Source: an optimization exercise on an open RTL-to-GDS flow (aim: small area). Production flows keep margins and buffers that such runs may drop. In this exercise RTL edits were held to simulation tests only and were not proved equivalent to the original. No activity file was given, so power comes from the tool's default toggle rates.

### flow/config.mk
export PLATFORM = sky130hd
export DESIGN_NAME = mips_multi
export DESIGN_NICKNAME = mips_multi
export VERILOG_FILES = /design/flow/design.v
export SDC_FILE = /design/flow/constraint.sdc
export NUM_CORES = 4
export LEC_CHECK = 0
export ABC_AREA = 1
export CAP_MARGIN = 0
export CORE_MARGIN = 2
export CORE_UTILIZATION = 55
export SLEW_MARGIN = 0
### flow/constraint.sdc
create_clock -name core_clock -period 10.0 [get_ports {clk}]
set_input_delay 2.0000 -clock core_clock [delete_from_list [all_inputs] [get_ports {clk}]]
set_output_delay 2.0000 -clock core_clock [all_outputs]
set_load 0.01 [all_outputs]
### flow/design.v
module mips_multi #(
  parameter int unsigned ADDR_W   = 32,
  parameter logic [31:0] RESET_PC = 32'h0000_0000
) (
  input  logic              clk,
  input  logic              rst,
  output logic              mem_req,
  output logic              mem_we,
  output logic [ADDR_W-1:0] mem_addr,
  output logic [31:0]       mem_wdata,
  input  logic [31:0]       mem_rdata,
  input  logic              mem_ready,
  output logic              halted,
  output logic [31:0]       retired
);
  localparam logic [3:0] S_CLR = 4'd0;   
  localparam logic [3:0] S_EX1 = 4'd1;   
  localparam logic [3:0] S_EX2 = 4'd2;   
  localparam logic [3:0] S_FW  = 4'd3;   
  localparam logic [3:0] S_LW  = 4'd4;   
  localparam logic [3:0] S_ST  = 4'd5;   
  localparam logic [3:0] S_AL1 = 4'd6;   
  localparam logic [3:0] S_AL2 = 4'd7;   
  localparam logic [3:0] S_HLT = 4'd8;   
  localparam logic [3:0] C_ADD  = 4'd0;
  localparam logic [3:0] C_SUB  = 4'd1;
  localparam logic [3:0] C_AND  = 4'd2;
  localparam logic [3:0] C_OR   = 4'd3;
  localparam logic [3:0] C_SLT  = 4'd4;
  localparam logic [3:0] C_ADDI = 4'd5;
  localparam logic [3:0] C_LW   = 4'd6;
  localparam logic [3:0] C_SW   = 4'd7;
  localparam logic [3:0] C_BEQ  = 4'd8;
  localparam logic [3:0] C_J    = 4'd9;
  localparam logic [3:0] C_JAL  = 4'd10;
  localparam logic [3:0] C_JR   = 4'd11;
  localparam logic [3:0] C_NOP  = 4'd12;
  localparam logic [3:0] C_HALT = 4'd13;
  logic [3:0]  r_state;
  logic [4:0]  r_ph;
  logic [3:0]  r_cls;
  logic [4:0]  r_rs;
  logic [4:0]  r_rt;
  logic        r_sgn;
  logic [31:0] r_x;
  logic [31:0] r_addr;
  logic        r_c;       
  logic        r_pcc;     
  logic        r_kc;      
  logic        r_flag;    
  logic [31:0][31:0] r_ring;
  logic [31:0] r_cnt;
  logic ph0, ph31, ph_ge2, ph_le15, ph_le17, ph_le27;
  assign ph0     = (r_ph == 5'd0);
  assign ph31    = (r_ph == 5'd31);
  assign ph_ge2  = (r_ph >= 5'd2);
  assign ph_le15 = (r_ph <= 5'd15);
  assign ph_le17 = (r_ph <= 5'd17);
  assign ph_le27 = (r_ph <= 5'd27);
  logic st_clr, st_ex1, st_ex2_run, st_st;
  assign st_clr = (r_state == S_CLR) || rst;
  assign st_ex1 = (r_state == S_EX1);
  assign st_st  = (r_state == S_ST);
  assign st_ex2_run = (r_state == S_EX2) || (st_st && mem_ready && ph0);
  logic c_rtype, c_add, c_sub, c_and, c_or, c_slt, c_addi, c_lw, c_sw, c_beq, c_j, c_jal, c_jr, c_halt;
  assign c_add  = (r_cls == C_ADD);
  assign c_sub  = (r_cls == C_SUB);
  assign c_and  = (r_cls == C_AND);
  assign c_or   = (r_cls == C_OR);
  assign c_slt  = (r_cls == C_SLT);
  assign c_addi = (r_cls == C_ADDI);
  assign c_lw   = (r_cls == C_LW);
  assign c_sw   = (r_cls == C_SW);
  assign c_beq  = (r_cls == C_BEQ);
  assign c_j    = (r_cls == C_J);
  assign c_jal  = (r_cls == C_JAL);
  assign c_jr   = (r_cls == C_JR);
  assign c_halt = (r_cls == C_HALT);
  assign c_rtype = c_add || c_sub || c_and || c_or || c_slt;
  logic [31:0] q0;         
  logic        p;          
  logic        k;          
  always_comb begin
    for (int i = 0; i < 32; i++) q0[i] = r_ring[i][0];
    q0[0] = 1'b0;
  end
  assign p = r_ring[0][0];
  assign k = r_cnt[0];
  logic a, b;
  logic [31:0] oh_a, oh_b;
  always_comb for (int i = 0; i < 32; i++) begin
    oh_a[i] = (r_rs == i[4:0]);
    oh_b[i] = (r_rt == i[4:0]);
  end
  assign a = |(q0 & oh_a);
  assign b = |(q0 & oh_b);
  logic immb;
  assign immb = (c_beq || ph_le15) ? r_x[0] : r_sgn;
  logic opb, cin, s, cout;
  assign opb  = (c_add ? b : 1'b0) | (c_sub || c_slt ? ~b : 1'b0) | (c_addi || c_lw || c_sw ? immb : 1'b0);
  assign cin  = ph0 ? (c_sub || c_slt) : r_c;
  assign s    = a ^ opb ^ cin;
  assign cout = (a & opb) | (a & cin) | (opb & cin);
  logic ne_all, taken, lt;
  assign ne_all = (!ph0 && r_flag) || (a ^ b);
  assign taken  = !ne_all;                        
  assign lt     = (a ^ b) ? a : s;                
  logic pb, pcin, ps;
  assign pb   = st_ex2_run ? (ph_ge2 && immb) : (r_ph == 5'd2);
  assign pcin = ph0 ? 1'b0 : r_pcc;
  assign ps   = p ^ pb ^ pcin;
  logic npc, pc_we;
  always_comb begin
    npc = ps;
    if (st_ex1 && c_jr) npc = a;
    else if (st_ex1 && (c_j || c_jal)) npc = !ph_ge2 ? 1'b0 : (ph_le27 ? r_x[0] : ps);
    if (st_clr) npc = 1'b0;
  end
  assign pc_we = st_clr || (st_ex1 && !c_halt) || (st_ex2_run && c_beq);
  logic       wen, wbit;
  logic [4:0] wsel;
  assign wsel = c_rtype ? r_x[15:11] : (c_jal ? 5'd31 : r_rt);
  assign wen  = (st_ex1 && (c_add || c_sub || c_and || c_or || c_addi || c_jal)) ||
                (st_ex2_run && (c_slt || c_lw));
  always_comb begin
    wbit = s;
    if (c_and) wbit = a & b;
    else if (c_or) wbit = a | b;
    else if (c_slt) wbit = ph0 && r_flag;
    else if (c_lw) wbit = r_x[0];
    else if (c_jal) wbit = ps;
    if (st_clr) wbit = 1'b0;
  end
  logic [7:0] wdec_hi;
  logic [3:0] wdec_lo;
  always_comb begin
    for (int j = 0; j < 8; j++) wdec_hi[j] = st_clr || (wen && (wsel[4:2] == j[2:0]));
    for (int j = 0; j < 4; j++) wdec_lo[j] = st_clr || (wsel[1:0] == j[1:0]);
  end
  logic anb, aw;
  always_comb begin
    anb = npc;
    if (st_ex1 && (c_lw || c_sw)) anb = s;
    else if (st_ex1 && c_halt) anb = k;
    else if (st_ex2_run) anb = c_beq ? ps : p;
    if (st_clr) anb = 1'b0;
  end
  assign aw = st_clr || st_ex1 || st_ex2_run;
  logic [7:0] adec_hi;
  logic [3:0] adec_lo;
  always_comb begin
    for (int j = 0; j < 8; j++) adec_hi[j] = rst || (aw && (r_ph[4:2] == j[2:0]));
    for (int j = 0; j < 4; j++) adec_lo[j] = rst || (r_ph[1:0] == j[1:0]);
  end
  always_ff @(posedge clk) begin
    for (int i = 0; i < 32; i++)
      if (adec_hi[i / 4] && adec_lo[i % 4]) r_addr[i] <= anb && !rst;
  end
  logic xsh, x_ld;
  assign xsh = (st_ex1 && (c_addi || c_lw || c_sw)) ||
               (st_ex1 && (c_j || c_jal) && ph_ge2) ||
               (st_ex2_run && c_beq && ph_ge2 && (r_ph <= 5'd16)) ||
               (st_ex2_run && c_lw);
  logic pass31, req_end;
  assign pass31 = ph31 && (st_clr || st_ex1 || (r_state == S_EX2));
  assign req_end = st_clr || (r_state == S_EX2) ||
                   (st_ex1 && !c_slt && !c_sw && !c_halt && !(c_beq && taken));
  always_comb begin
    mem_req = 1'b0;
    if (!rst) begin
      if (pass31) mem_req = req_end;
      else if (r_state == S_FW || r_state == S_LW || st_st) mem_req = 1'b1;
    end
  end
  assign mem_we    = st_st;
  assign mem_addr  = {(pass31 ? anb : r_addr[31]), r_addr[30:0]};
  assign mem_wdata = r_x;
  logic is_load_req, acc;
  assign is_load_req = (pass31 && st_ex1 && c_lw) || (r_state == S_LW);
  assign acc   = mem_req && mem_ready;
  assign x_ld  = acc && !st_st;
  logic [5:0] f_op, f_fn;
  logic [3:0] f_cls;
  assign f_op = mem_rdata[31:26];
  assign f_fn = mem_rdata[5:0];
  always_comb begin
    case (f_op)
      6'h00: begin
        case (f_fn)
          6'h20:   f_cls = C_ADD;
          6'h22:   f_cls = C_SUB;
          6'h24:   f_cls = C_AND;
          6'h25:   f_cls = C_OR;
          6'h2A:   f_cls = C_SLT;
          6'h08:   f_cls = C_JR;
          default: f_cls = C_NOP;
        endcase
      end
      6'h08:   f_cls = C_ADDI;
      6'h23:   f_cls = C_LW;
      6'h2B:   f_cls = C_SW;
      6'h04:   f_cls = C_BEQ;
      6'h02:   f_cls = C_J;
      6'h03:   f_cls = C_JAL;
      6'h3F:   f_cls = C_HALT;
      default: f_cls = C_NOP;
    endcase
  end
  assign halted  = (r_state == S_HLT);
  assign retired = r_addr;
  always_ff @(posedge clk) begin
    for (int i = 1; i < 32; i++)
      r_ring[i] <= {(wdec_hi[i / 4] && wdec_lo[i % 4]) ? wbit : r_ring[i][0], r_ring[i][31:1]};
    r_ring[0] <= {pc_we ? npc : p, r_ring[0][31:1]};
  end
  logic kcin;
  assign kcin = ph0 ? (st_ex1 && !c_halt) : r_kc;
  always_ff @(posedge clk) begin
    r_cnt <= {(k ^ kcin) && !st_clr, r_cnt[31:1]};
    r_kc  <= k && kcin && !ph31;
    r_c   <= cout;
    r_pcc <= (p & pb) | (p & pcin) | (pb & pcin);
    if (st_ex1 && c_slt && ph31) r_flag <= lt;
    else if (st_ex1) r_flag <= ne_all;
  end
  always_ff @(posedge clk) begin
    if (x_ld) r_x <= mem_rdata;
    else if (xsh) r_x <= {b, r_x[31:1]};
  end
  logic fetch_acc;
  assign fetch_acc = acc && !st_st && !is_load_req;
  always_ff @(posedge clk) begin
    if (fetch_acc) begin
      r_cls <= f_cls;
      r_rs  <= mem_rdata[25:21];
      r_rt  <= mem_rdata[20:16];
      r_sgn <= mem_rdata[15];
    end
  end
  always_ff @(posedge clk) begin
    if (rst) begin
      r_state <= S_CLR;
      r_ph    <= 5'd1;
    end else begin
      r_ph <= r_ph + 5'd1;
      case (r_state)
        S_CLR: if (ph31) r_state <= mem_ready ? S_EX1 : S_FW;
        S_EX1: if (ph31) begin
          if (c_halt) r_state <= S_HLT;
          else if (c_sw) r_state <= S_ST;
          else if (c_slt || (c_beq && taken)) r_state <= S_EX2;
          else if (c_lw) r_state <= mem_ready ? S_EX2 : S_LW;
          else r_state <= mem_ready ? S_EX1 : S_FW;
        end
        S_EX2: if (ph31) r_state <= mem_ready ? S_EX1 : S_FW;
        S_FW:  if (mem_ready) r_state <= ph31 ? S_EX1 : S_AL1;
        S_LW:  if (mem_ready) r_state <= ph31 ? S_EX2 : S_AL2;
        S_ST:  if (mem_ready) r_state <= ph0 ? S_EX2 : S_AL2;
        S_AL1: if (ph31) r_state <= S_EX1;
        S_AL2: if (ph31) r_state <= S_EX2;
        S_HLT: r_state <= S_HLT;
        default: r_state <= S_CLR;
      endcase
    end
  end
endmodule
### flow/flow/run.sh
#!/bin/bash
# Standard ORFS layout (the standard.sh) with two changes in how it is made:
# the port buffers use the smallest buffer cell (every port still gets one), and
# clock tree synthesis runs with its own arguments (no dummy balancing loads).
set -euo pipefail
export BUFFER_PORTS_ARGS="-buffer_cell sky130_fd_sc_hd__buf_1"
export CTS_ARGS="-sink_clustering_enable -repair_clock_nets -dont_use_dummy_load -buf_list sky130_fd_sc_hd__clkbuf_8 -sink_clustering_size 22 -sink_clustering_max_diameter 50"
bash standard.sh > standard_flow.log 2>&1
### flow/standard.sh
#!/bin/bash
# synth_recipe.tcl (not shown) runs the flow's synth.tcl, then flattens the netlist and writes it again
# the make line also repeats each setting of config.mk as NAME=value (left out here)
make -C /OpenROAD-flow-scripts/flow DESIGN_CONFIG=/design/flow/config.mk WORK_HOME=/design/flow/orfs CLKGATE_MAP_FILE= SYNTH_SCRIPT=/design/flow/synth_recipe.tcl "${@:-finish}"
==> flow_summary.json, run 1 <==
{
  "status": "complete, no violations",
  "p_per_area_nw_per_um2": 223,
  "grt_usage_pct": 15.8,
  "fin_tns_setup_ps": 0,
  "initial_core_util_pct": 55.8,
  "grt_pass1_vias": 11900,
  "critPathArrivalTime_ps": 4420,
  "post_cts_resized": 0,
  "antenna_found_initial": 0,
  "yosysSeqAreaShare_pct": 86.9,
  "rsz0062_at_grt": "false",
  "cts_tree": "done",
  "fmax_mhz": 156,
  "crit_slowest_cell": "fa_1",
  "die_w_um": 227,
  "fin_skew_ps": 105,
  "tightest_slew_ps": 1190,
  "multiInputGateArea_um2": 2890,
  "r2r_slack_ps": 5390,
  "reg2regPathDepth": 18,
  "area_growth_pct": 7.42,
  "num_io_pins": 134,
  "critPathMaxFanout": 5,
  "timing.final.crit_period_ps": 6420,
  "cts-buffers-inserted": 72,
  "holdBufCountCts": 0,
  "leakage_uw": 0.0117,
  "dpl_worst_slack_ps": 3610,
  "routed_wl_mm": 40.1,
  "final_cell_mix": "1,068 x dfxtp_1, 230 x nand2_1, 156 x nor2_1",
  "crit_chain": "buf_1 > nand3_1 > o21ai_2 > inv_1 > nand3_1 > o21ai_0 > fa_1 > o21ai_0 > nor2_1 > nor2_1 > nor2_1 > nand3_1 > nand2_1 > nand2_1 > nand2_1 > nand3_1 > nand2_1 > buf_1",
  "dp_hpwl_mm": 26.5,
  "vias_per_cell": 4.56,
  "final_cells": 2745,
  "fin_ws_ps": 3580,
  "gp_congestion": 0.855,
  "clock_latency_ps": 670,
  "regArea_um2": 23800,
  "cpPeakStageDelay_ps": 610,
  "start_kind": "input port",
  "cp.required_ps": 8000,
  "period_share_pct": 64.2,
  "netlist-cell-type-count": 42,
  "fillerInstances": 3996,
  "hold_path.class": "register to register",
  "grt_overflow": 0,
  "rows": 81,
  "final_common_cell": "dfxtp_1",
  "path_class": "input port to primary output",
  "cts_setup_buffers": 0,
  "slew_violations": 0,
  "cp-end-kind": "primary output",
  "syn_area_um2": 27400,
  "finalHoldViolCount": 0,
  "clock-sinks": 1148,
  "cts_max_path_buffers": 3,
  "syn_avg_cell_area_um2": 14.3,
  "port_buffers": 133,
  "core_um2": 49100,
  "maxCapViolations": 0,
  "h-tree-depth": 3,
  "grt_pass1_wl_mm": 62.6,
  "hold_depth": 0,
  "ys_seq_elements": 1148,
  "netlist_instances": 1921,
  "setup-violations-final": 0,
  "fin_nets": 2129,
  "drtPass1Iterations": 7,
  "drcViolationCount": 0,
  "cts_root_buf": "clkbuf_8",
  "fp.dieH_um": 227,
  "drtIter0Drc": 746,
  "routedWlPerCell_um": 14.6,
  "final_layout_size_suffix_gt1_share_pct": 4.76,
  "maxSlewHeadroom_pct": 20.9,
  "vias": 12500,
  "yosys_warnings": 1,
  "synthesis.nets": 1968,
  "peakVddDrop_mv": 0.150,
  "path_clk_slew_ps": 110,
  "grt_max_degree": 47,
  "die_area_um2": 51600,
  "ant_nets": 0,
  "dp_cells": 2672
}
## final cells by class
class	instances	share of cell area, %
tap	664	2.82
sequential	1148	80.8
multi-input combinational	618	9.83
timing repair buffer	136	1.77
inverter	106	1.35
clock buffer	72	3.37
antenna	1	0.00851
## flip-flops by register name (all words and copies together) (netlist names)
signal   count
r_ph         5
r_x         32
r_kc         1
r_rs         5
r_addr      32
r_rt         5
r_sgn        1
r_state      4
r_cnt       32
r_pcc        1
r_c          1
r_cls        4
r_flag       1
r_ring    1024
## cells by family after synthesis
kind of cell / share of synthesized area, %
compound gates: 2.60
simple gates: 7.25
fa+ha+maj: 0.603
flops: 86.9
buf+inv: 2.69
## report_power, final
part	internal [µW]	switching [µW]	total, µW
clock	651	1200	1850
sequential	4630	8.40	4640
combinational	18.1	46.9	65.0
## synthesized netlist by cell type, drive strengths merged
master | n | area share [%]
or2 | 1 | 0.023
o311ai | 2 | 0.064
a21o | 1 | 0.027
a221o | 1 | 0.037
o21a | 1 | 0.027
o22ai | 11 | 0.25
nand2 | 233 | 3.2
o2111ai | 3 | 0.096
fa | 2 | 0.15
o31ai | 2 | 0.055
a21boi | 1 | 0.027
ha | 10 | 0.46
nor3b | 1 | 0.027
nor2 | 159 | 2.2
inv | 105 | 1.4
a21oi | 25 | 0.48
nand3 | 49 | 0.90
buf | 41 | 1.1
nor4 | 7 | 0.16
clkbuf | 8 | 0.11
a211oi | 1 | 0.027
a41oi | 2 | 0.064
edfxtp | 80 | 8.8
nor3 | 15 | 0.33
a31oi | 1 | 0.023
dfxtp | 1068 | 78
clkinv | 1 | 0.014
o211ai | 6 | 0.16
nand4 | 16 | 0.37
o21ai | 68 | 1.3
## metrics by stage
step                      cell area [µm²]  hold slack, ps  util (%)  power, µW
after floorplan                     27400             310         -       4790
after global placement              28400             310      57.9       4810
after detailed placement            28400             312      57.9       4810
after CTS                           29400             264      60.0       6650
after global routing                29400             265      60.0       6810
final                               29400             266      60.0       6560
## final timing paths
path | end | from
max | mem_addr[31] | mem_ready
min | r_ring[56] | r_ring[57]
max reg2reg | r_x[3] | r_rs[4]
min reg2reg | r_ring[56] | r_ring[57]
## metal layers
layer	vias to the layer above	routed length [µm]	global-route usage, %
met5	-	0	0
met4	0	1250	6.39
met3	83	1500	3.59
met2	231	17500	24.1
met1	5891	19900	21.9
li1	6312	-	-
## worst max-delay path, delay by kind of cell
family / cells / cell delay [ps]
buffers and inverters: 3 / 480
AO/OA/AOI/OAI: 3 / 350
adder cells (fa/ha/maj): 1 / 610
AND/OR/NAND/NOR: 11 / 960
==> run 2: changes to the inputs <==
--- a/flow/design.v
+++ b/flow/design.v
@@ -59,5 +59,5 @@
   assign ph_le27 = (r_ph <= 5'd27);
   logic st_clr, st_ex1, st_ex2_run, st_st;
-  assign st_clr = (r_state == S_CLR) || rst;
+  assign st_clr = (r_state == S_CLR);
   assign st_ex1 = (r_state == S_EX1);
   assign st_st  = (r_state == S_ST);
@@ -241,5 +241,5 @@
     if (rst) begin
       r_state <= S_CLR;
-      r_ph    <= 5'd1;
+      r_ph    <= 5'd0;
     end else begin
       r_ph <= r_ph + 5'd1;
--- a/flow/flow/run.sh
+++ b/flow/flow/run.sh
@@ -5,4 +5,4 @@
 set -euo pipefail
 export BUFFER_PORTS_ARGS="-buffer_cell sky130_fd_sc_hd__buf_1"
-export CTS_ARGS="-sink_clustering_enable -repair_clock_nets -dont_use_dummy_load -buf_list sky130_fd_sc_hd__clkbuf_8 -sink_clustering_size 22 -sink_clustering_max_diameter 50"
+export CTS_ARGS="-sink_clustering_enable -repair_clock_nets -dont_use_dummy_load -buf_list {sky130_fd_sc_hd__clkbuf_4 sky130_fd_sc_hd__clkbuf_8} -sink_clustering_size 16 -sink_clustering_max_diameter 50"
 bash standard.sh > standard_flow.log 2>&1
==> run 2 against run 1 <==
  * Design area rose by 0.38%
  * Synthesized cell count down 1.9%
  * Register-to-register slack better by 70 ps
  * Area after synthesis down 0.39%
  * Still clean on timing, DRC and antenna
  * Largest cell class unchanged
  * Critical endpoint unchanged
  * Largest power group unchanged
==> flow_summary.json, run 2 <==
{
  "dp_cells": 2639,
  "cts_setup_buffers": 0,
  "holdCritStartpoint": "r_ring[794]",
  "fin_skew_ps": 104,
  "routedWlPerCell_um": 15.3,
  "final_util_pct": 60.3,
  "leakage_uw": 0.0120,
  "netlist-cell-type-count": 46,
  "clock-sinks": 1148,
  "syn_avg_cell_area_um2": 14.5,
  "top_register": "r_ring",
  "synthesis.nets": 1931,
  "synth.most_common_cell": "dfxtp_1",
  "grt_usage_pct": 16.6,
  "yosys-top-cells-area": "dfxtp_1 78%, edfxtp_1 8.8%, nand2_1 3.4%, nor2_1 1.6%, inv_1 1.1%",
  "slew_violations": 0,
  "ant_nets": 0,
  "fin_tns_setup_ps": 0,
  "period_share_pct": 62.5,
  "maxCapViolations": 0,
  "critPathArrivalTime_ps": 4250,
  "path_clk_slew_ps": 90,
  "num_io_pins": 134,
  "rsz0062_at_grt": "false",
  "fin_nets": 2112,
  "grt_max_degree": 45,
  "status": "complete, no violations",
  "grt_pass1_vias": 12000,
  "clock_latency_ps": 680,
  "cts_tree": "done",
  "finalHoldViolCount": 0,
  "cts_root_buf": "clkbuf_8",
  "yosys_warnings": 1,
  "dp_hpwl_mm": 27.1,
  "final_common_cell": "dfxtp_1",
  "post_cts_resized": 0,
  "maxSlewHeadroom_pct": 29.0,
  "peakVddDrop_mv": 0.168,
  "port_buffers": 133,
  "drcViolationCount": 0,
  "fmax_mhz": 160,
  "fin_total_pwr_uw": 6710,
  "ys_async_sr_fraction_pct": 0,
  "fillerInstances": 3902,
  "start_kind": "input port",
  "netlist_instances": 1884,
  "cp.required_ps": 8000,
  "setup-violations-final": 0,
  "core_um2": 49000,
  "die_area_um2": 51400,
  "switchingPower_uw": 1290,
  "antenna_cells": 0,
  "grt_overflow": 0,
  "cts-buffers-inserted": 88,
  "r2r-start": "r_rs[4]",
  "drtIter0Drc": 741,
  "syn_area_um2": 27300,
  "cp-end-kind": "primary output",
  "timing.final.crit_period_ps": 6250,
  "critPathLaunch": "mem_ready",
  "die_w_um": 227,
  "drtPass1Iterations": 7,
  "tightest_slew_ps": 1060,
  "p_comb_share_pct": 0.9,
  "hold_path.class": "register to register",
  "cts_max_path_buffers": 3,
  "largest_register_ffs": 1024,
  "rows": 81,
  "gp_congestion": 0.813,
  "netlist.area_leader.share_pct": 78.4,
  "grt_pass1_wl_mm": 64.6,
  "path_class": "input port to primary output",
  "holdBufCountCts": 0,
  "final_cells": 2727,
  "yosysSeqAreaShare_pct": 87.2,
  "fp.dieH_um": 227,
  "clkPwrFrac_pct": 30.2,
  "p_sw_share_pct": 19.2,
  "p_per_area_nw_per_um2": 227,
  "critPathMaxFanout": 6,
  "synth_edf_count": 80,
  "final_layout_size_suffix_gt1_share_pct": 5.96,
  "antenna_found_initial": 0,
  "vias": 12500,
  "synth_top_area_cell": "dfxtp_1",
  "area_growth_pct": 8.26,
  "h-tree-depth": 3,
  "ys_seq_elements": 1148,
  "initial_core_util_pct": 55.7,
  "pwr-share-seq_pct": 68.9,
  "vias_per_cell": 4.57,
  "fin_hold_ws_ps": 265,
  "synthFlopType": "dfxtp_1",
  "yosys-top-cells-count": "1,068 x dfxtp_1, 249 x nand2_1, 116 x nor2_1",
  "final_cell_mix": "1,068 x dfxtp_1, 249 x nand2_1, 133 x buf_1",
  "internal_power_uw": 5430,
  "routed_wl_mm": 41.6
}
==> run 2: changes by cell type in the layout (fill, tap and decap cells not counted), sizes merged, moves of 4 or more <==
| cell | previous run | this run |
|---|---|---|
| nor4 | 7 | 1 |
| o21ai | 68 | 75 |
| nor3 | 15 | 9 |
| nor2 | 159 | 121 |
| a21oi | 25 | 16 |
| clkbuf | 72 | 88 |
| nand2 | 233 | 250 |
| o211ai | 6 | 2 |
| nand4 | 16 | 22 |
| inv | 105 | 89 |
| a31oi | 1 | 9 |
==> run 2: kinds of logic (layout without fill, tap and decap cells) <==
family                   count (synthesis)  count (layout)  synth area share (%)
flip-flops                            1148            1148                  87.2
AO/OA/AOI/OAI                          125             125                  2.72
AND/OR/NAND/NOR                        463             463                  7.07
adder cells (fa/ha/maj)                 12              12                 0.606
buffers and inverters                  136             315                  2.41
==> run 2: final timing paths <==
path | endpoint | slack [ps] | cells past startpoint
hold reg to reg | r_ring[793] | 260 | 0
setup reg to reg | r_x[26] | 5460 | 19
setup / recovery | mem_addr[31] | 3750 | 15
hold / removal | r_ring[793] | 260 | 0
==> run 2: layout make-up <==
type	count	area (µm²)	area share [%]
tap	664	831	2.81
inverter	90	339	1.15
multi-input combinational	600	2840	9.61
timing repair buffer	137	529	1.79
clock buffer	88	1210	4.10
sequential	1148	23800	80.5
==> run 2: routing by layer <==
metal	GRT usage [%]	share of wire, %	routed length [µm]
met1	22.7	48	19900
met2	25.8	44	18400
met3	3.90	5.2	2160
met4	6.13	2.8	1180
met5	0	0	0
==> run 2: through the flow <==
step / area, µm² / worst slack [ps]
floorplan: 27300 / 4330
global placement: 28300 / 3820
detailed placement: 28300 / 3780
CTS: 29500 / 3760
global route: 29500 / 3580
finish: 29500 / 3750
==> run 2: critical path, cell delays in order <==
cell and delay, ps:
buf_1 120, a31oi_2 410, o31ai_1 170, fa_1 600, o21ai_0 110, nor2_1 90, nor2_1 50, nor2_1 120
nand3_1 90, nand2_1 70, nand2_1 40, nand2_1 70, nand3_1 70, nand2_1 70, buf_1 160
==> run 2: power by group through the flow <==
stage               Combinational [µW]  Clock [µW]  Sequential, µW
detailed placement                58.0           0            4740
floorplan                         36.6           0            4740
global placement                  57.5           0            4730
global route                      64.9        2290            4630
finish                            57.8        2030            4630
CTS                               58.3        2120            4630
==> run 3: changes to the inputs <==
==> flow/flow/run.sh (replaced) <==
#!/bin/bash
# Standard ORFS layout (the standard.sh) with two changes in how it is made:
# the port buffers use the smallest buffer cell (every port still gets one), and
# clock tree synthesis runs with its own arguments (no dummy balancing loads).
set -euo pipefail
export BUFFER_PORTS_ARGS="-buffer_cell sky130_fd_sc_hd__buf_1"
export CTS_ARGS="-sink_clustering_enable -repair_clock_nets -dont_use_dummy_load -buf_list sky130_fd_sc_hd__clkbuf_4 -sink_clustering_size 12 -sink_clustering_max_diameter 40"
bash standard.sh > standard_flow.log 2>&1
==> run 3 against run 2 <==
  * Via count increased by 2.1%
  * Area after synthesis unchanged
  * Still clean
  * Global-route usage increased by 0.11 points
  * Clock skew increased by 57 ps
  * Non-clock buffer count unchanged
  * Worst hold slack about the same
  * Critical path depth unchanged
  * Sequential power about the same
==> flow_summary.json, run 3 <==
{
  "ys_async_sr_fraction_pct": 0,
  "cp.required_ps": 8000,
  "die_w_um": 227,
  "rows": 81,
  "hold_path.class": "register to register",
  "final_layout_size_suffix_gt1_share_pct": 7.22,
  "clock-sinks": 1148,
  "synth.most_common_cell": "dfxtp_1",
  "switchingPower_uw": 1260,
  "routedWlPerCell_um": 15.2,
  "synth_edf_count": 80,
  "grt_max_degree": 45,
  "yosys_warnings": 1,
  "place_area_um2": 28300,
  "finalHoldViolCount": 0,
  "critPathArrivalTime_ps": 4260,
  "yosys-top-cells-area": "dfxtp_1 78%, edfxtp_1 8.8%, nand2_1 3.4%, nor2_1 1.6%, inv_1 1.1%",
  "period_share_pct": 62.6,
  "maxSlewHeadroom_pct": 26.3,
  "status": "complete, no violations",
  "netlist-cell-type-count": 46,
  "area_growth_pct": 7.03,
  "synthesis.nets": 1931,
  "grt_usage_pct": 16.7,
  "rsz0062_at_grt": "false",
  "clkPwrFrac_pct": 27.1,
  "fin_nets": 2140,
  "clock_latency_ps": 870,
  "path_clk_slew_ps": 110,
  "ant_nets": 0,
  "yosysSeqAreaShare_pct": 87.2,
  "cts_max_path_buffers": 3,
  "largest_register_ffs": 1024,
  "gp_congestion": 0.813,
  "vias": 12700,
  "netlist.area_leader.share_pct": 78.4,
  "setup-violations-final": 0,
  "ys_seq_elements": 1148,
  "fin_skew_ps": 161,
  "internal_power_uw": 5170,
  "synthFlopType": "dfxtp_1",
  "pwr-share-seq_pct": 72.0,
  "syn_avg_cell_area_um2": 14.5,
  "cts-buffers-inserted": 116,
  "cts_tree": "done",
  "grt_pass1_wl_mm": 65.1,
  "fin_total_pwr_uw": 6430,
  "dp_hpwl_mm": 27.1,
  "postLayoutCellArea_um2": 29200,
  "post_cts_resized": 0,
  "p_sw_share_pct": 19.6,
  "maxCapViolations": 0,
  "final_cell_mix": "1,068 x dfxtp_1, 249 x nand2_1, 133 x buf_1",
  "syn_area_um2": 27300,
  "dp_cells": 2639,
  "num_io_pins": 134,
  "fmax_mhz": 160,
  "h-tree-depth": 3,
  "cts_root_buf": "clkbuf_4",
  "p_comb_share_pct": 0.9,
  "top_register": "r_ring",
  "fin_hold_ws_ps": 264,
  "core_um2": 49000,
  "critPathMaxFanout": 6,
  "drtIter0Drc": 596,
  "vias_per_cell": 4.62,
  "cts_setup_buffers": 0,
  "p_per_area_nw_per_um2": 220,
  "port_buffers": 133,
  "yosys-top-cells-count": "1,068 x dfxtp_1, 249 x nand2_1, 116 x nor2_1",
  "drtPass1Iterations": 5,
  "synth_top_area_cell": "dfxtp_1",
  "holdBufCountCts": 0,
  "fin_tns_setup_ps": 0,
  "netlist_instances": 1884,
  "tightest_slew_ps": 1110,
  "final_common_cell": "dfxtp_1",
  "slew_violations": 0,
  "cp-end-kind": "primary output",
  "routed_wl_mm": 41.8,
  "grt_overflow": 0,
  "timing.final.crit_period_ps": 6260,
  "path_class": "input port to primary output",
  "die_area_um2": 51400,
  "final_cells": 2757,
  "grt_pass1_vias": 12300,
  "peakVddDrop_mv": 0.151,
  "drcViolationCount": 0,
  "antenna_found_initial": 1,
  "leakage_uw": 0.0119,
  "start_kind": "input port",
  "fp.dieH_um": 227,
  "initial_core_util_pct": 55.7
}
## run 3: cell counts after synthesis
No cell type changed its count.
## run 3: per-layer routing
metal  routed length (µm)  global-route usage, %
met2                18500                   25.8
met4                 1050                   7.19
met3                 2320                   3.84
met1                19900                   22.7
met5                    0                      0
## run 3: stage by stage
stage	setup slack, ps	util (%)
finish	3740	59.6
detailed placement	3780	57.9
global placement	3820	57.9
global route	3490	59.6
floorplan	4330	-
CTS	3760	59.6
## run 3: power groups by stage
stage / logic, µW / clock network (µW) / registers (µW)
2_1_floorplan: 36.6 / 0 / 4740
3_3_place_gp: 57.5 / 0 / 4730
3_5_place_dp: 58.0 / 0 / 4740
4_1_cts: 58.3 / 1850 / 4630
5_1_grt: 64.9 / 2030 / 4630
6_report: 58.0 / 1750 / 4630
## run 3: area by class of cell
class                   count  area (µm²)
diodes                      2        5.00
multi-input cells         600        2840
fillers                  3948       19800
repair buffers            137         529
clock buffers             116         871
flip-flops and latches   1148       23800
inverters                  90         339
well taps                 664         831
## run 3: worst paths after layout
path | start | endpoint | slack, ps | cells after the start
worst min-delay path | r_ring[60] | r_ring[59] | 260 | 0
worst max-delay path | mem_ready | mem_addr[31] | 3740 | 15
worst min register to register | r_ring[60] | r_ring[59] | 260 | 0
worst max register to register | r_rs[4] | r_x[0] | 5430 | 19
## run 3: critical path, cell delays in order
cell	delay, ps
buf_1	120
a31oi_2	410
o31ai_1	170
fa_1	600
o21ai_0	110
nor2_1	90
nor2_1	50
nor2_1	120
nand3_1	90
nand2_1	70
nand2_1	40
nand2_1	70
nand3_1	70
nand2_1	70
buf_1	160
## run 3: cells by family after synthesis
logic type	after synthesis	synth area share, %
AO/OA/AOI/OAI	125	2.72
adder cells (fa/ha/maj)	12	0.606
AND/OR/NAND/NOR	463	7.07
buffers and inverters	136	2.41
flip-flops	1148	87.2
==> run 4: changes to the inputs <==
--- a/flow/design.v
+++ b/flow/design.v
@@ -59,5 +59,5 @@
   assign ph_le27 = (r_ph <= 5'd27);
   logic st_clr, st_ex1, st_ex2_run, st_st;
-  assign st_clr = (r_state == S_CLR);
+  assign st_clr = (r_state == S_CLR) || rst;
   assign st_ex1 = (r_state == S_EX1);
   assign st_st  = (r_state == S_ST);
@@ -241,5 +241,5 @@
     if (rst) begin
       r_state <= S_CLR;
-      r_ph    <= 5'd0;
+      r_ph    <= 5'd1;
     end else begin
       r_ph <= r_ph + 5'd1;
==> run 4 against run 3 <==
  * Design area up 0.33%
  * Non-clock buffer count shrank 1
  * Core utilization rose by 0.071 points
  * Area after synthesis up 0.39%
  * Synthesized cell count increased by 2.0%
  * Power fell by 0.10%
  * Maximum frequency is 2.4% lower
  * Critical path depth is 3 higher
  * Sequential power about the same
  * Critical endpoint unchanged
==> flow_summary.json, run 4 <==
{
  "synth.most_common_cell": "dfxtp_1",
  "h-tree-depth": 3,
  "syn_area_um2": 27400,
  "yosys_warnings": 1,
  "fin_ws_ps": 3590,
  "synth_top_area_cell": "dfxtp_1",
  "gp_congestion": 0.855,
  "top_register": "r_ring",
  "critPathMaxFanout": 5,
  "dp_hpwl_mm": 26.5,
  "leakage_uw": 0.0117,
  "clock_latency_ps": 880,
  "final_common_cell": "dfxtp_1",
  "slew_violations": 0,
  "initial_core_util_pct": 55.8,
  "setup-violations-final": 0,
  "ys_async_sr_fraction_pct": 0,
  "port_buffers": 133,
  "vias_per_cell": 4.60,
  "fin_nets": 2171,
  "multiInputGateArea_um2": 2890,
  "maxSlewHeadroom_pct": 18.8,
  "netlist_instances": 1921,
  "grt_usage_pct": 16.1,
  "num_io_pins": 134,
  "final_cell_mix": "1,068 x dfxtp_1, 230 x nand2_1, 156 x nor2_1",
  "path_class": "input port to primary output",
  "timing.final.crit_period_ps": 6410,
  "die_w_um": 227,
  "final_layout_size_suffix_gt1_share_pct": 6.64,
  "cts-buffers-inserted": 114,
  "hold_path.class": "register to register",
  "dpl_worst_slack_ps": 3610,
  "regArea_um2": 23800,
  "syn_avg_cell_area_um2": 14.3,
  "fmax_mhz": 156,
  "tightest_slew_ps": 1220,
  "peakVddDrop_mv": 0.144,
  "post_cts_resized": 0,
  "cts_root_buf": "clkbuf_4",
  "path_clk_slew_ps": 120,
  "vias": 12800,
  "ys_seq_elements": 1148,
  "fin_skew_ps": 139,
  "grt_pass1_wl_mm": 63.8,
  "yosysSeqAreaShare_pct": 86.9,
  "cts_tree": "done",
  "cts_max_path_buffers": 3,
  "cp-end-kind": "primary output",
  "core_um2": 49100,
  "yosys-top-cells-count": "1,068 x dfxtp_1, 230 x nand2_1, 156 x nor2_1",
  "status": "complete, no violations",
  "fin_tns_setup_ps": 0,
  "maxCapViolations": 0,
  "netlist.area_leader.share_pct": 78.1,
  "drtPass1Iterations": 5,
  "finalHoldViolCount": 0,
  "drcViolationCount": 0,
  "grt_max_degree": 47,
  "rows": 81,
  "fp.dieH_um": 227,
  "cp.required_ps": 8000,
  "synthFlopType": "dfxtp_1",
  "yosys-top-cells-area": "dfxtp_1 78%, edfxtp_1 8.8%, nand2_1 3.2%, nor2_1 2.1%, inv_1 1.3%",
  "ant_nets": 0,
  "rsz0062_at_grt": "false",
  "start_kind": "input port",
  "area_growth_pct": 6.96,
  "holdBufCountCts": 0,
  "routed_wl_mm": 40.3,
  "routedWlPerCell_um": 14.4,
  "fillerInstances": 4029,
  "synthesis.nets": 1968,
  "clock-sinks": 1148,
  "period_share_pct": 64.1,
  "largest_register_ffs": 1024,
  "netlist-cell-type-count": 42,
  "cts_setup_buffers": 0,
  "p_per_area_nw_per_um2": 219,
  "antenna_found_initial": 3,
  "grt_overflow": 0,
  "synth_edf_count": 80,
  "drtIter0Drc": 753,
  "r2r_slack_ps": 5480,
  "die_area_um2": 51600,
  "grt_pass1_vias": 12400,
  "critPathArrivalTime_ps": 4410
}
## run 4: cell count changes in the layout (fill, tap and decap cells not counted), moves of 6 or more
cell	before	now
a21oi_1	16	22
a31oi_1	8	1
inv_1	79	96
nand2_1	249	230
nand4_1	22	16
nor2_1	116	156
nor4_1	1	7
o21ai_1	24	18
o21ai_2	7	1
## run 4: worst max-delay path: stages
cell and delay [ps]:
buf_1 150, nand3_1 120, o21ai_2 120, inv_1 180, nand3_1 90, o21ai_0 120, fa_1 610, o21ai_0 110
nor2_1 100, nor2_1 50, nor2_1 150, nand3_1 110, nand2_1 70, nand2_1 70, nand2_1 60, nand3_1 60
nand2_1 80, buf_1 150
## run 4: power breakdown
group          internal [µW]  switching [µW]  leakage, µW
registers               4630            8.41      0.00935
clock network            523            1200     0.000525
logic                   18.1            46.8      0.00180
total                   5170            1250       0.0117
## run 4: cell type report
| cell class | count | area share [%] |
|---|---|---|
| diodes | 4 | 0.0342 |
| clock buffers | 114 | 2.92 |
| inverters | 106 | 1.36 |
| multi-input cells | 618 | 9.87 |
| flip-flops and latches | 1148 | 81.2 |
| well taps | 664 | 2.84 |
| repair buffers | 136 | 1.78 |
## run 4: metrics by stage
step	instance area (µm²)	hold WS [ps]	util, %	power [µW]	std cells
after floorplan	27400	310	-	4790	1921
after global placement	28400	310	57.9	4810	2672
after detailed placement	28400	312	57.9	4810	2672
after CTS	29300	239	59.7	6540	2786
after global routing	29300	233	59.7	6720	2789
final	29300	241	59.7	6430	2790
## run 4: logic make-up (layout without fill, tap and decap cells)
| group | Yosys count | in the layout | synth area share (%) |
|---|---|---|---|
| AO/OA/AOI/OAI | 125 | 125 | 2.60 |
| adder cells (fa/ha/maj) | 12 | 12 | 0.603 |
| buffers and inverters | 155 | 356 | 2.69 |
| flip-flops | 1148 | 1148 | 86.9 |
| other | 0 | 4 | 0 |
| AND/OR/NAND/NOR | 481 | 481 | 7.25 |
## run 4: routing by layer
layer  global-route usage, %  vias up  share of wire [%]
li1                        -     6442                  -
met1                    22.0     6056                 49
met2                    24.4      249                 44
met3                    4.12       92                3.9
met4                    6.92        0                3.1
met5                       0        -                  0
## run 4: final timing paths
check	start	endpoint	cells past startpoint
hold / removal	r_ring[170]	r_ring[169]	0
setup reg to reg	r_rs[4]	r_x[3]	18
setup / recovery	mem_ready	mem_addr[31]	18
hold reg to reg	r_ring[170]	r_ring[169]	0
==> run 5: changes to the inputs <==
--- a/flow/config.mk
+++ b/flow/config.mk
@@ -9,4 +9,4 @@
 export CAP_MARGIN = 0
 export CORE_MARGIN = 2
-export CORE_UTILIZATION = 55
+export CORE_UTILIZATION = 45
 export SLEW_MARGIN = 0
==> run 5 against run 4 <==
  * Synthesized cell count did not move
  * Wire length rose by 6.6%
  * Sequential power barely moved
  * Clock skew fell by 3.0 ps
  * Global-route usage fell by 2.2 points
  * Design area rose by 0.52%
  * Die area rose by 22%
  * Critical path type unchanged
  * Critical endpoint unchanged
  * Largest power group unchanged
  * Highest routed layer unchanged
==> flow_summary.json, run 5 <==
{
  "pwr-share-seq_pct": 71.9,
  "switchingPower_uw": 1280,
  "cts_setup_buffers": 0,
  "maxCapViolations": 0,
  "rows": 90,
  "dp_hpwl_mm": 28.2,
  "ys_async_sr_fraction_pct": 0,
  "status": "complete, no violations",
  "synth_top_area_cell": "dfxtp_1",
  "holdBufCountCts": 0,
  "grt_usage_pct": 13.9,
  "syn_avg_cell_area_um2": 14.3,
  "slew_violations": 0,
  "largest_register_ffs": 1024,
  "fp.dieH_um": 251,
  "netlist_instances": 1921,
  "final_cell_mix": "1,068 x dfxtp_1, 230 x nand2_1, 156 x nor2_1",
  "dpl_worst_slack_ps": 3640,
  "ys_seq_elements": 1148,
  "yosysSeqAreaShare_pct": 86.9,
  "fmax_mhz": 158,
  "routedWlPerCell_um": 14.8,
  "path_class": "input port to primary output",
  "area_growth_pct": 7.51,
  "grt_pass1_wl_mm": 67.5,
  "drtIter0Drc": 562,
  "period_share_pct": 63.4,
  "core_um2": 60200,
  "p_comb_share_pct": 1.0,
  "crit_chain": "buf_1 > nand3_1 > o21ai_2 > inv_1 > nand3_1 > o21ai_0 > fa_1 > o21ai_0 > nor2_1 > nor2_1 > nor2_1 > nand3_1 > nand2_1 > nand2_1 > nand2_1 > nand3_1 > nand2_1 > buf_1",
  "grt_overflow": 0,
  "fin_ws_ps": 3660,
  "p_per_area_nw_per_um2": 219,
  "netlist.area_leader.share_pct": 78.1,
  "num_io_pins": 134,
  "critPathMaxFanout": 5,
  "die_area_um2": 62800,
  "h-tree-depth": 3,
  "grt_pass1_vias": 12700,
  "internal_power_uw": 5180,
  "fin_nets": 2172,
  "netlist-cell-type-count": 42,
  "leakage_uw": 0.0117,
  "setup-violations-final": 0,
  "die_w_um": 251,
  "clock_latency_ps": 920,
  "synth.most_common_cell": "dfxtp_1",
  "timing.final.crit_period_ps": 6340,
  "final_common_cell": "dfxtp_1",
  "rsz0062_at_grt": "false",
  "postLayoutCellArea_um2": 29400,
  "yosys-top-cells-area": "dfxtp_1 78%, edfxtp_1 8.8%, nand2_1 3.2%, nor2_1 2.1%, inv_1 1.3%",
  "fin_skew_ps": 136,
  "cts_max_path_buffers": 3,
  "post_cts_resized": 0,
  "yosys-top-cells-count": "1,068 x dfxtp_1, 230 x nand2_1, 156 x nor2_1",
  "peakVddDrop_mv": 0.138,
  "crit_slowest_cell": "fa_1",
  "hold_path.class": "register to register",
  "critPathArrivalTime_ps": 4340,
  "synthesis.nets": 1968,
  "port_buffers": 133,
  "top_register": "r_ring",
  "synth_edf_count": 80,
  "grt_max_degree": 47,
  "finalHoldViolCount": 0,
  "final_layout_size_suffix_gt1_share_pct": 6.64,
  "fin_hold_ws_ps": 220,
  "p_sw_share_pct": 19.8,
  "cts-buffers-inserted": 115,
  "clock-sinks": 1148,
  "routed_wl_mm": 42.9,
  "vias": 12900,
  "clkPwrFrac_pct": 27.1,
  "yosys_warnings": 1,
  "initial_core_util_pct": 45.5,
  "tightest_slew_ps": 1270,
  "cpPeakStageDelay_ps": 610,
  "cts_tree": "done",
  "fin_tns_setup_ps": 0,
  "vias_per_cell": 4.42,
  "fin_total_pwr_uw": 6460,
  "cp-end-kind": "primary output",
  "gp_congestion": 0.824,
  "ant_nets": 0,
  "path_clk_slew_ps": 100,
  "maxSlewHeadroom_pct": 15.6,
  "cts_root_buf": "clkbuf_4",
  "antenna_found_initial": 3,
  "syn_area_um2": 27400,
  "drcViolationCount": 0,
  "place_area_um2": 28600,
  "synthFlopType": "dfxtp_1",
  "drtPass1Iterations": 5,
  "start_kind": "input port",
  "cp.required_ps": 8000
}
run 5: cell counts after synthesis:
Identical to the previous run, type by type.
run 5: worst paths after layout:
path / from / end / slack (ps) / cells after the start
setup / recovery: mem_ready / mem_addr[31] / 3660 / 18
hold / removal: r_ring[816] / r_ring[815] / 220 / 0
setup reg to reg: r_rs[4] / r_x[1] / 5220 / 18
hold reg to reg: r_ring[816] / r_ring[815] / 220 / 0
run 5: power groups by stage:
stage / clock network (µW) / registers, µW / logic [µW]
after global routing: 2030 / 4650 / 71.5
final: 1750 / 4640 / 65.0
after detailed placement: 0 / 4750 / 64.9
after global placement: 0 / 4750 / 63.9
after CTS: 1860 / 4640 / 65.2
after floorplan: 0 / 4750 / 40.9
run 5: cell families (layout without fill, tap and decap cells):
family	Yosys count	after routing	share of synthesized area, %
AND/OR/NAND/NOR	481	481	7.25
adder cells (fa/ha/maj)	12	12	0.603
buffers and inverters	155	357	2.69
flip-flops	1148	1148	86.9
other	0	4	0
AO/OA/AOI/OAI	125	125	2.60
run 5: final cells by class:
type,instances,area [µm²]
Fill cell,5257,30800
Antenna cell,4,10.0
Timing Repair Buffer,136,522
Clock buffer,115,863
Multi-Input combinational cell,618,2890
Sequential cell,1148,23800
Tap cell,782,978
Inverter,106,398
run 5: critical path, delay by kind of cell:
family / cells / cell delay, ps
compound gates: 3 / 360
fa+ha+maj: 1 / 610
buf+inv: 3 / 470
simple gates: 11 / 920
run 5: metrics by stage:
step / cells / utilization [%]
after detailed placement: 2790 / 47.4
after global routing: 2908 / 48.9
after CTS: 2905 / 48.9
after floorplan: 1921 / -
final: 2909 / 48.9
after global placement: 2790 / 47.4
run 5: metal layers:
| metal | GRT usage (%) | share of wire, % | up-vias |
|---|---|---|---|
| met2 | 20.3 | 43 | 268 |
| met4 | 5.80 | 3.1 | 0 |
| met5 | 0 | 0 | - |
| li1 | - | - | 6455 |
| met1 | 19.6 | 50 | 6046 |
| met3 | 3.50 | 4.4 | 98 |
==> run 6: changes to the inputs <==
--- a/flow/flow/run.sh
+++ b/flow/flow/run.sh
@@ -5,4 +5,4 @@
 set -euo pipefail
 export BUFFER_PORTS_ARGS="-buffer_cell sky130_fd_sc_hd__buf_1"
-export CTS_ARGS="-sink_clustering_enable -repair_clock_nets -dont_use_dummy_load -buf_list sky130_fd_sc_hd__clkbuf_4 -sink_clustering_size 12 -sink_clustering_max_diameter 40"
+export CTS_ARGS="-sink_clustering_enable -repair_clock_nets -dont_use_dummy_load -buf_list sky130_fd_sc_hd__clkbuf_4 -sink_clustering_size 11 -sink_clustering_max_diameter 35"
 bash standard.sh > standard_flow.log 2>&1
--- a/flow/config.mk
+++ b/flow/config.mk
@@ -9,4 +9,4 @@
 export CAP_MARGIN = 0
 export CORE_MARGIN = 2
-export CORE_UTILIZATION = 45
+export CORE_UTILIZATION = 55
 export SLEW_MARGIN = 0
==> run 6 against run 5 <==
  * Still clean on timing, DRC and antenna
  * Maximum frequency is 1.1% lower
  * Largest cell class unchanged
  * Setup slack lost 71 ps
  * Global-route usage is 2.6 points higher
  * Wire length decreased by 4.7%
  * Register-to-register slack gained 270 ps
  * Via count up 0.84%
  * First-iteration DRC count rose by 27%
==> flow_summary.json, run 6 <==
{
  "status": "complete, no violations",
  "routed_wl_mm": 40.9,
  "post_cts_resized": 0,
  "hold_path.class": "register to register",
  "holdBufCountCts": 0,
  "dpl_worst_slack_ps": 3610,
  "rsz0062_at_grt": "false",
  "fin_ws_ps": 3590,
  "cts_root_buf": "clkbuf_4",
  "path_clk_slew_ps": 100,
  "cts_setup_buffers": 0,
  "syn_area_um2": 27400,
  "grt_pass1_wl_mm": 64.3,
  "timing.final.crit_period_ps": 6410,
  "antenna_found_initial": 2,
  "port_buffers": 133,
  "ys_seq_elements": 1148,
  "drcViolationCount": 0,
  "initial_core_util_pct": 55.8,
  "critPathArrivalTime_ps": 4410,
  "fin_skew_ps": 101,
  "tightest_slew_ps": 1220,
  "maxSlewHeadroom_pct": 18.4,
  "grt_pass1_vias": 12600,
  "peakVddDrop_mv": 0.159,
  "grt_usage_pct": 16.5,
  "final_cell_mix": "1,068 x dfxtp_1, 230 x nand2_1, 156 x nor2_1",
  "area_growth_pct": 7.52,
  "yosys_warnings": 1,
  "ant_nets": 0,
  "cts-buffers-inserted": 134,
  "netlist-cell-type-count": 42,
  "synth_edf_count": 80,
  "final_common_cell": "dfxtp_1",
  "leakage_uw": 0.0118,
  "die_w_um": 227,
  "clock_latency_ps": 940,
  "gp_congestion": 0.855,
  "top_register": "r_ring",
  "setup-violations-final": 0,
  "yosys-top-cells-area": "dfxtp_1 78%, edfxtp_1 8.8%, nand2_1 3.2%, nor2_1 2.1%, inv_1 1.3%",
  "largest_register_ffs": 1024,
  "cp-end-kind": "primary output",
  "vias_per_cell": 4.62,
  "slew_violations": 0,
  "fin_nets": 2191,
  "die_area_um2": 51600,
  "drtIter0Drc": 713,
  "h-tree-depth": 4,
  "final_layout_size_suffix_gt1_share_pct": 7.52,
  "yosys-top-cells-count": "1,068 x dfxtp_1, 230 x nand2_1, 156 x nor2_1",
  "cp.required_ps": 8000,
  "synthFlopType": "dfxtp_1",
  "core_um2": 49100,
  "synth.most_common_cell": "dfxtp_1",
  "vias": 13000,
  "clock-sinks": 1148,
  "critPathMaxFanout": 5,
  "synth_top_area_cell": "dfxtp_1",
  "rows": 81,
  "fp.dieH_um": 227,
  "cts_tree": "done",
  "routedWlPerCell_um": 14.6,
  "maxCapViolations": 0,
  "finalHoldViolCount": 0,
  "yosysSeqAreaShare_pct": 86.9,
  "fmax_mhz": 156,
  "ys_async_sr_fraction_pct": 0,
  "netlist.area_leader.share_pct": 78.1,
  "syn_avg_cell_area_um2": 14.3,
  "synthesis.nets": 1968,
  "p_per_area_nw_per_um2": 223,
  "period_share_pct": 64.1,
  "dp_hpwl_mm": 26.5,
  "cts_max_path_buffers": 3,
  "path_class": "input port to primary output",
  "num_io_pins": 134,
  "fin_tns_setup_ps": 0,
  "netlist_instances": 1921,
  "grt_overflow": 0,
  "drtPass1Iterations": 5,
  "start_kind": "input port",
  "grt_max_degree": 47
}
run 6: cell counts after synthesis:
Identical to the previous run, type by type.
run 6: layout make-up:
cell class | count | area [µm²]
multi-input cells | 618 | 2890
fillers | 4022 | 19600
inverters | 106 | 398
repair buffers | 136 | 522
clock buffers | 134 | 1010
diodes | 5 | 12.5
well taps | 664 | 831
flip-flops and latches | 1148 | 23800
run 6: worst paths after layout:
check                                 start            to  slack, ps  cells past startpoint
worst max-delay path              mem_ready  mem_addr[31]       3590                     18
worst min-delay path            r_ring[162]   r_ring[161]        270                      0
worst max register to register      r_rs[4]       r_x[22]       5490                     18
worst min register to register  r_ring[162]   r_ring[161]        270                      0
run 6: logic make-up after synthesis:
family,Yosys count,share of synthesized area [%]
simple gates,481,7.25
buf+inv,155,2.69
fa+ha+maj,12,0.603
compound gates,125,2.60
flops,1148,86.9
run 6: metrics by stage:
step	hold slack, ps	instance area, µm²	util, %	power (µW)	std cells
after CTS	269	29400	60.0	6670	2806
after detailed placement	312	28400	57.9	4810	2672
after global routing	257	29400	60.0	6860	2810
after global placement	310	28400	57.9	4810	2672
final	269	29400	60.0	6560	2811
after floorplan	310	27400	-	4790	1921
run 6: worst max-delay path, cell delays in order:
cell     delay (ps)
buf_1           150
nand3_1         120
o21ai_2         120
inv_1           180
nand3_1         100
o21ai_0         120
fa_1            610
o21ai_0         110
nor2_1          100
nor2_1           50
nor2_1          140
nand3_1         110
nand2_1          70
nand2_1          70
nand2_1          60
nand3_1          60
nand2_1          80
buf_1           150
run 6: where the power goes:
group          internal [µW]  switching, µW
clock network            620           1240
registers               4630           8.40
logic                   18.1           46.8
total                   5270           1290
run 6: metal layers:
layer	GRT usage, %	vias to the layer above	wire (µm)
met2	24.5	265	18000
met5	0	-	0
li1	-	6495	-
met4	9.11	0	1330
met3	4.38	100	1740
met1	22.0	6115	19800
==> run 7: changes to the inputs <==
--- a/flow/flow/run.sh
+++ b/flow/flow/run.sh
@@ -5,4 +5,4 @@
 set -euo pipefail
 export BUFFER_PORTS_ARGS="-buffer_cell sky130_fd_sc_hd__buf_1"
-export CTS_ARGS="-sink_clustering_enable -repair_clock_nets -dont_use_dummy_load -buf_list sky130_fd_sc_hd__clkbuf_4 -sink_clustering_size 11 -sink_clustering_max_diameter 35"
+export CTS_ARGS="-sink_clustering_enable -repair_clock_nets -dont_use_dummy_load -buf_list sky130_fd_sc_hd__clkbuf_4 -sink_clustering_size 10 -sink_clustering_max_diameter 50"
 bash standard.sh > standard_flow.log 2>&1
==> run 7 against run 6 <==
  * Count of clock-buffer cells in the layout up 1
  * Clock power barely moved
  * Register-to-register slack is essentially flat
  * Sequential power is essentially flat
  * Clock skew fell by 22 ps
  * Wire length down 0.28%
  * Final cell count hardly changed
  * Maximum frequency fell by 0.25%
  * Worst hold slack better by 6.1 ps
  * Critical endpoint unchanged
==> flow_summary.json, run 7 <==
{
  "status": "complete, no violations",
  "routed_wl_mm": 40.8,
  "critPathArrivalTime_ps": 4420,
  "maxSlewHeadroom_pct": 19.9,
  "final_cell_mix": "1,068 x dfxtp_1, 230 x nand2_1, 156 x nor2_1",
  "holdBufCountCts": 0,
  "cp-end-kind": "primary output",
  "slew_violations": 0,
  "p_per_area_nw_per_um2": 223,
  "clock-sinks": 1148,
  "globalRoute.busiestLayer": "met2",
  "synthFlopType": "dfxtp_1",
  "cpPeakStageDelay_ps": 610,
  "cp.required_ps": 8000,
  "antenna_found_initial": 2,
  "period_share_pct": 64.2,
  "top_register": "r_ring",
  "syn_avg_cell_area_um2": 14.3,
  "grt_overflow": 0,
  "clock_latency_ps": 930,
  "h-tree-depth": 4,
  "timing.final.crit_period_ps": 6420,
  "tightest_slew_ps": 1200,
  "rsz0062_at_grt": "false",
  "yosys_warnings": 1,
  "drcViolationCount": 0,
  "finalHoldViolCount": 0,
  "grt_pass1_vias": 12600,
  "grt_max_degree": 47,
  "area_growth_pct": 7.52,
  "hold_path.class": "register to register",
  "cts_root_buf": "clkbuf_4",
  "crit_path_frequent_cell": "nor2_1",
  "crit_chain": "nor2_1 > inv_1 > nor2_1 > nor2_1 > o21ai_0 > nand2_1 > o21ai_0 > o21ai_0 > fa_1 > o21ai_0 > nor2_1 > nor2_1 > nor2_1 > nand3_1 > nand2_1 > nand2_1 > nand2_1 > nand3_1 > nand2_1 > buf_1",
  "yosysSeqAreaShare_pct": 86.9,
  "netlist_instances": 1921,
  "vias": 12900,
  "fmax_mhz": 156,
  "synthesis.nets": 1968,
  "drtPass1Iterations": 5,
  "grt_util_met2_pct": 24.6,
  "netlist.area_leader.share_pct": 78.1,
  "rows": 81,
  "fin_skew_ps": 78.5,
  "dp_hpwl_mm": 26.5,
  "path_clk_slew_ps": 100,
  "r2r_slack_ps": 5490,
  "syn_area_um2": 27400,
  "maxCapViolations": 0,
  "ys_seq_elements": 1148,
  "leakage_uw": 0.0118,
  "path_class": "register to primary output",
  "post_cts_resized": 0,
  "grt_usage_pct": 16.5,
  "cts_setup_buffers": 0,
  "largest_register_ffs": 1024,
  "cts_max_path_buffers": 3,
  "port_buffers": 133,
  "routedWlPerCell_um": 14.5,
  "setup-violations-final": 0,
  "ant_nets": 0,
  "met3_usage_pct": 4.75,
  "peakVddDrop_mv": 0.148,
  "gp_congestion": 0.855,
  "fin_tns_setup_ps": 0,
  "groute.layer.met1.usage_pct": 21.9,
  "ys_async_sr_fraction_pct": 0,
  "vias_per_cell": 4.59,
  "synth_top_area_cell": "dfxtp_1",
  "final_common_cell": "dfxtp_1",
  "fin_nets": 2192,
  "drtIter0Drc": 829,
  "die_area_um2": 51600,
  "crit_slowest_cell": "fa_1",
  "fp.dieH_um": 227,
  "final_layout_size_suffix_gt1_share_pct": 7.56,
  "core_um2": 49100,
  "synth_edf_count": 80,
  "synth.most_common_cell": "dfxtp_1",
  "fillerInstances": 4024,
  "netlist-cell-type-count": 42,
  "cts-buffers-inserted": 135,
  "grt_pass1_wl_mm": 64.5,
  "fin_hold_ws_ps": 275,
  "die_w_um": 227,
  "critPathMaxFanout": 6,
  "cts_tree": "done",
  "initial_core_util_pct": 55.8,
  "yosys-top-cells-area": "dfxtp_1 78%, edfxtp_1 8.8%, nand2_1 3.2%, nor2_1 2.1%, inv_1 1.3%",
  "start_kind": "register",
  "yosys-top-cells-count": "1,068 x dfxtp_1, 230 x nand2_1, 156 x nor2_1",
  "num_io_pins": 134
}
## run 7: cell count changes in the layout (fill, tap and decap cells not counted)
cell	previous run	this run
clkbuf_4	134	135
diode_2	5	2
## run 7: where the power goes
group | total, µW | internal [µW] | leakage [µW] | switching [µW]
registers | 4640 | 4630 | 0.00935 | 8.47
clock network | 1870 | 625 | 0.000621 | 1240
logic | 64.7 | 18.1 | 0.00180 | 46.6
total | 6570 | 5270 | 0.0118 | 1300
## run 7: metrics by stage
step	setup WS (ps)	instances	instance area, µm²	utilization, %	total power [µW]
6_report	3580	2809	29400	60.0	6570
5_1_grt	3050	2809	29400	60.0	6880
4_1_cts	3490	2807	29400	60.0	6680
3_5_place_dp	3610	2672	28400	57.9	4810
3_3_place_gp	3700	2672	28400	57.9	4810
2_1_floorplan	4300	1921	27400	-	4790
## run 7: worst paths after layout
kind | from | end | cells past startpoint
worst max-delay path | r_cls[2] | mem_addr[31] | 20
worst min-delay path | r_ring[337] | r_ring[336] | 0
worst min register to register | r_ring[337] | r_ring[336] | 0
worst max register to register | r_rs[4] | r_x[3] | 18
## run 7: routing by layer
| metal | vias to the layer above | part of all wire, % |
|---|---|---|
| met3 | 99 | 4.6 |
| met5 | - | 0 |
| met4 | 0 | 3.6 |
| met1 | 6050 | 48 |
| met2 | 262 | 44 |
| li1 | 6489 | - |
## run 7: layout make-up
class,count,area (µm²),share of cell area [%]
Antenna cell,2,5.00,0.0170
Clock buffer,135,1010,3.44
Inverter,106,398,1.35
Multi-Input combinational cell,618,2890,9.82
Sequential cell,1148,23800,80.8
Tap cell,664,831,2.82
Timing Repair Buffer,136,522,1.77
## run 7: logic make-up after synthesis
| kind of cell | count (synthesis) | share of synthesized area [%] |
|---|---|---|
| AO/OA/AOI/OAI | 125 | 2.60 |
| buffers and inverters | 155 | 2.69 |
| flip-flops | 1148 | 86.9 |
| adder cells (fa/ha/maj) | 12 | 0.603 |
| AND/OR/NAND/NOR | 481 | 7.25 |
## run 7: critical path, delay by kind of cell, from the launching register on
kind / cells / cell delay [ps]
and+or+nand+nor: 13 / 1610
adders and majority gates: 1 / 610
AOI/OAI and AO/OA: 4 / 580
DFF: 1 / 450
buffers and inverters: 2 / 260
==> run 8: changes to the inputs <==
--- a/flow/flow/run.sh
+++ b/flow/flow/run.sh
@@ -5,4 +5,4 @@
 set -euo pipefail
 export BUFFER_PORTS_ARGS="-buffer_cell sky130_fd_sc_hd__buf_1"
-export CTS_ARGS="-sink_clustering_enable -repair_clock_nets -dont_use_dummy_load -buf_list sky130_fd_sc_hd__clkbuf_4 -sink_clustering_size 10 -sink_clustering_max_diameter 50"
+export CTS_ARGS="-sink_clustering_enable -repair_clock_nets -dont_use_dummy_load -buf_list {sky130_fd_sc_hd__clkbuf_4 sky130_fd_sc_hd__clkbuf_8} -sink_clustering_size 12 -sink_clustering_max_diameter 40"
 bash standard.sh > standard_flow.log 2>&1
--- a/flow/config.mk
+++ b/flow/config.mk
@@ -9,4 +9,4 @@
 export CAP_MARGIN = 0
 export CORE_MARGIN = 2
-export CORE_UTILIZATION = 55
+export CORE_UTILIZATION = 45
 export SLEW_MARGIN = 0
==> run 8 against run 7 <==
  * Still clean
  * Worst hold slack got worse by 13 ps
  * First-iteration DRC count decreased by 28%
  * Final cell count increased by 3.5%
  * Core utilization decreased by 10 points
  * Clock skew increased by 16 ps
  * Critical endpoint unchanged
  * Largest cell class unchanged
  * Largest power group unchanged
  * Highest routed layer unchanged
==> flow_summary.json, run 8 <==
{
  "status": "complete, no violations",
  "grt_overflow": 0,
  "synth-xor-area-share_pct": 0,
  "tightest_slew_ps": 1270,
  "dpl_worst_slack_ps": 3640,
  "drcViolationCount": 0,
  "initial_core_util_pct": 45.5,
  "holdPathEnd": "r_ring[815]",
  "met1_length_mm": 21.3,
  "core_um2": 60200,
  "final_cells": 2907,
  "fin_tns_setup_ps": 0,
  "peakVddDrop_mv": 0.158,
  "gp_congestion": 0.824,
  "fin_ws_ps": 3680,
  "yosys-top-cells-count": "1,068 x dfxtp_1, 230 x nand2_1, 156 x nor2_1",
  "dp_hpwl_mm": 28.2,
  "netlist-cell-type-count": 42,
  "holdBufCountCts": 0,
  "pwr-share-seq_pct": 66.2,
  "hold_depth": 0,
  "clkPwrFrac_pct": 32.9,
  "vias_per_cell": 4.41,
  "yosysSeqAreaShare_pct": 86.9,
  "grt_pass1_wl_mm": 67.7,
  "port_buffers": 133,
  "die_area_um2": 62800,
  "crit_chain": "buf_1 > nand3_1 > o21ai_2 > inv_1 > nand3_1 > o21ai_0 > fa_1 > o21ai_0 > nor2_1 > nor2_1 > nor2_1 > nand3_1 > nand2_1 > nand2_1 > nand2_1 > nand3_1 > nand2_1 > buf_1",
  "syn_avg_cell_area_um2": 14.3,
  "internal_power_uw": 5670,
  "antenna_found_initial": 2,
  "cp-end-kind": "primary output",
  "top_register": "r_ring",
  "setup-violations-final": 0,
  "r2r-end": "r_x[1]",
  "final_layout_size_suffix_gt1_share_pct": 6.64,
  "cts_tree": "done",
  "synth_compound_area_share_pct": 2.60,
  "syn_area_um2": 27400,
  "synthMuxAreaShare_pct": 0,
  "cts-buffers-inserted": 115,
  "ant_nets": 0,
  "fin_nets": 2172,
  "period_share_pct": 63.2,
  "rows": 90,
  "reg2regPathDepth": 18,
  "critPathArrivalTime_ps": 4320,
  "final_util_pct": 50.1,
  "holdCritStartpoint": "r_ring[816]",
  "p_sw_share_pct": 19.2,
  "fmax_mhz": 158,
  "drtPass1Iterations": 6,
  "routedWlPerCell_um": 14.8,
  "ys_async_sr_fraction_pct": 0,
  "cpPeakStageDelay_ps": 610,
  "switchingPower_uw": 1350,
  "ys_seq_elements": 1148,
  "fin_skew_ps": 94.8,
  "critPathMaxFanout": 5,
  "hold_path.class": "register to register",
  "largest_register_ffs": 1024,
  "critPathTopFamily": "simple AND/OR/NAND/NOR gates",
  "grt_pass1_vias": 12700,
  "num_io_pins": 134,
  "h-tree-depth": 3,
  "synth.most_common_cell": "dfxtp_1",
  "start_kind": "input port",
  "maxCapViolations": 0,
  "cp_num_buf_inv": 3,
  "synth_edf_count": 80,
  "path_class": "input port to primary output",
  "netlist_instances": 1921,
  "cts_root_buf": "clkbuf_8",
  "netlist.area_leader.share_pct": 78.1,
  "grt_usage_pct": 13.9,
  "cts_max_path_buffers": 3,
  "crit_slowest_cell": "fa_1",
  "clock-sinks": 1148,
  "grt_max_degree": 47,
  "synth-simple-area-share_pct": 7.25,
  "die_w_um": 251,
  "cp.required_ps": 8000,
  "slew_violations": 0,
  "rsz0062_at_grt": "false",
  "wl_met2_mm": 18.4,
  "synth_top_family_by_area": "simple AND/OR/NAND/NOR gates",
  "path_clk_slew_ps": 70,
  "final_cell_mix": "1,068 x dfxtp_1, 230 x nand2_1, 156 x nor2_1",
  "cts_setup_buffers": 0,
  "fp.dieH_um": 251,
  "post_cts_resized": 0,
  "route.met3.wl_mm": 1.99,
  "finalHoldViolCount": 0,
  "synthesis.nets": 1968,
  "leakage_uw": 0.0120,
  "synth_top_area_cell": "dfxtp_1",
  "routed.top_layer": "met4",
  "vias": 12800,
  "synthAdderAreaFrac_pct": 0.603,
  "r2r_slack_ps": 5210,
  "yosys_warnings": 1,
  "p_comb_share_pct": 0.9
}
==> run 8: how the worst max path moves through the flow <==
stage / startpoint / endpoint / slack [ps] / depth (start not counted)
final: mem_ready / mem_addr[31] / 3680 / 18
after global routing: r_cls[3] / mem_addr[31] / 3290 / 21
after CTS: mem_ready / mem_addr[31] / 3630 / 18
after detailed placement: mem_ready / mem_addr[31] / 3640 / 18
after global placement: mem_ready / mem_addr[31] / 3680 / 18
after floorplan: mem_ready / mem_addr[31] / 4300 / 16
==> run 8: routing by layer <==
layer	vias to the layer above	global-route usage, %
met2	271	20.3
met3	102	3.55
li1	6404	-
met5	-	0
met4	0	5.68
met1	6045	19.7
==> run 8: kinds of logic after synthesis <==
| family | count (synthesis) |
|---|---|
| compound gates | 125 |
| buf+inv | 155 |
| fa+ha+maj | 12 |
| simple gates | 481 |
| flops | 1148 |
==> run 8: power groups by stage <==
stage / logic, µW / registers [µW] / clock network (µW)
3_5_place_dp: 64.9 / 4750 / 0
3_3_place_gp: 63.9 / 4750 / 0
4_1_cts: 65.2 / 4640 / 2420
6_report: 64.9 / 4640 / 2310
2_1_floorplan: 40.9 / 4750 / 0
5_1_grt: 71.5 / 4640 / 2600
==> run 8: area by class of cell <==
type | count | area (µm²)
fillers | 5170 | 30100
flip-flops and latches | 1148 | 23800
multi-input cells | 618 | 2890
clock buffers | 115 | 1580
well taps | 782 | 978
repair buffers | 136 | 522
inverters | 106 | 398
diodes | 2 | 5.00
==> run 8: per-stage QoR <==
step,power [µW],cell area [µm²],hold WS (ps)
3_3_place_gp,4810,28600,310
5_1_grt,7310,30200,248
6_report,7020,30200,262
2_1_floorplan,4790,27400,310
3_5_place_dp,4810,28600,312
4_1_cts,7130,30200,237
==> run 8: worst register-to-register path: stages, from the launching register on <==
cell,delay (ps)
edfxtp_1,700
inv_1,390
nand4_1,200
nand2_1,60
nor2_1,140
nand2_1,80
nor2_1,210
nand2_1,180
ha_1,370
a21oi_1,200
nand2_1,80
nand2_1,110
inv_2,50
nand2_1,70
nand3_1,70
nand2_1,80
inv_2,50
nand2_4,410
o2111ai_4,770

Check on run 8: ideal ports give 3.676 ns setup slack; a clkbuf_16 on the clock port and buf_2 on the inputs give 3.654 ns; moving port delays by the midpoint clock arrival (0.730 ns) as well gives 3.654 ns.
